Background: an optimization exercise with open tools, aiming at small area, a short achievable clock period and few clock cycles per item. Do not read the settings as production practice.
In this exercise RTL edits were held to simulation tests only and were not proved equivalent to the original.
Power figures rest on the tool's default switching activity, not on a simulated workload.

Setup of build 82:
// band_topk_balanced_selector
module band_topk_balanced_selector (
    input  logic                 i_clk,
    input  logic                 i_rst_n,
    input  logic                 i_in_valid,
    output logic                 o_in_ready,
    input  logic [33:0]          i_in_data,
    output logic                 o_out_valid,
    input  logic                 i_out_ready,
    output logic [18:0]          o_out_data,
    input  logic                 i_cfg_valid,
    output logic                 o_cfg_ready,
    input  logic [bts_pkg::CFG_IDX_W-1:0] i_cfg_index,
    input  logic [bts_pkg::BAND_W-1:0]    i_cfg_data
);
Settings: LEC_CHECK=0, CAP_MARGIN=20, CORE_MARGIN=2, CORE_UTILIZATION=50, CTS_BUF_LIST=sky130_fd_sc_hd__clkbuf_8 sky130_fd_sc_hd__clkbuf_4, CTS_CLUSTER_SIZE=30, PLACE_DENSITY=0.7, SETUP_SLACK_MARGIN=5.0, SLEW_MARGIN=20; clock period 8.0 ns.
run.sh (not shown) runs the stock make flow with config.mk's settings and CLKGATE_MAP_FILE= SYNTH_SCRIPT=/design/flow/synth_recipe.tcl, a recipe that flattens the netlist after the stock synthesis.
Both conditions hold for build 82: the flow ran to the end and the final layout passed the timing, design-rule and antenna checks.
Testbench counts of build 82, summed over its fixed seeds: cycles 7,246, items 4,800.
[inputs] build 49 vs build 82
Settings: removing CTS_BUF_LIST (formerly sky130_fd_sc_hd__clkbuf_8 sky130_fd_sc_hd__clkbuf_4); changing PLACE_DENSITY from 0.7 to 0.8; removing CTS_CLUSTER_SIZE (formerly 30).
[summary]
- | final weighted congestion of routability-driven global placement | higher: build 82 |
- Taking build 82 as the reference, in build 49 power share of the sequential group has increased; aggregate routed wire length has decreased; final-layout non-clock buffer area share has remained practically unchanged.
- Of build 82 and build 49, the lower net switching share of the total power belongs to build 49.
- Build 49: wire length of the first global-routing pass is 3.7 mm lower than what build 82 reported.
- Diff build 82 -> build 49: number of placed cells counting well taps stayed essentially flat, average via count per standard cell went up by 2.9%, number of global-route vias before repair now sits lower.
- A start point of the critical path of r_out[15] is what build 82 shows, while r_in_key[10] belongs to build 49.
Edits applied to the flow inputs when going from build 49 to build 62:
Settings: clearing PLACE_DENSITY, which used to be 0.8; swapping 5.0 for 4.5 in SETUP_SLACK_MARGIN.
Notes after the runs:
A launch point of the worst path of r_in_key[10] is what build 49 shows, while r_dbusy belongs to build 62.
Final critical delay including setup and external delays: higher on build 62
Between build 62 and build 49, it is build 62 whose final routed wire length divided by cell count is lower, by 3.1%.
From build 49 to build 62 the numbers moved as follows: number of non-clock buffers lower; share of total power in the clock network higher; static leakage power lower; part of the cycle the worst path needs higher.
The via count normalized by instance count in build 62 was lower than what build 49 gave.
The sequential cell area on build 49 is in line with that on build 62.
Fraction of area in clock buffers and inverters ended up 0.63 points higher on build 62 than on build 49.
Relative to build 49, sequential cell area share has gone up in build 62.
On final worst hold slack, build 62 does worse than build 49.

* * *

## maple
Starting RTL as in the previous note.
export LEC_CHECK = 0
export CAP_MARGIN = 20
export CORE_MARGIN = 2
export CORE_UTILIZATION = 50
export PLACE_DENSITY = 0.75
export SETUP_SLACK_MARGIN = 5.0
export SLEW_MARGIN = 20
create_clock -name core_clock -period 8.0 [get_ports {i_clk}]
maple ended with every stage complete and zero timing, DRC or antenna violations.
Testbench counts of maple, summed over its fixed seeds: cycles 7,246, items 4,800.
Input-level comparison between violet and maple:
Settings: PLACE_DENSITY: 0.75 -> 0.7.
### Flow results
violet: flow completed, timing, DRC and antenna clean. Against maple, violet comes in 0.25 points higher on sequential share of cell area. Share of the clock period used by the worst path after layout: maple and violet compared, lower one is violet. Number of buffer and inverter instances along the worst setup path was lower in maple than in violet. Compared with maple, in violet met1 routed wirelength after detailed routing went up; post-synthesis to final-layout area growth went down; number of placed cells counting well taps did not really move.
Input changes introduced in juniper (baseline for comparison: violet):
Settings: a change of SETUP_SLACK_MARGIN from 5.0 to 4.75.
## What came out
violet → juniper: net count after synthesis was more or less identical, worst setup slack went down by 180 ps, register area was more or less identical, total wire length went up by about 1.4%. Compared with violet, in juniper area share of buffers outside the clock network dropped 0.71 points; placed cell area now sits at about the same level; largest net degree at the start of global routing saw an increase; post-route minimum period now larger. Lower met1 demand-to-capacity share in global routing among violet and juniper: violet. The max-slew violation total from the final report was comparable across violet and juniper. Comparing violet with juniper, the hold slack came out essentially unchanged.

afterwards: timing with drivers on the ports:
The results above use ideal ports. As a check the final layouts listed here were re-extracted and re-timed, cells and wires unchanged.
Step 1: set_driving_cell puts a clkbuf_16 on i_clk and a buf_2 on each other input, an assumption about the parent block.
Step 2 moves the port delays by t, midway between the first and last clock arrival at a register: inputs arrive t later, outputs are due t later. That takes back most of the time a late clock gives input paths.
a / b / c = ideal / step 1 / step 2; a / b = the first two.
run | t (ns) | setup WS [ns] | latest minus earliest clock arrival (ns) | slew at the worst register clock pin (ns)
build 82 | 0.979 | 4.866 / 4.792 / 4.197 | 0.054 / 0.054 | 0.07 / 0.07
build 49 | 0.792 | 4.926 / 4.926 / 4.366 | 0.034 / 0.035 | 0.07 / 0.07
build 62 | 0.801 | 4.533 / 4.533 / 3.969 | 0.051 / 0.051 | 0.07 / 0.07
maple | 0.774 | 4.881 / 4.881 / 4.273 | 0.045 / 0.046 | 0.07 / 0.07
violet | 0.805 | 4.896 / 4.896 / 4.332 | 0.063 / 0.063 | 0.07 / 0.07
juniper | 0.784 | 4.714 / 4.714 / 4.104 | 0.035 / 0.035 | 0.07 / 0.07
After both steps every run listed still meets setup and hold. The setup slack of build 82, which loses most, moves by -0.074 ns with the drivers and by -0.669 ns with both steps.
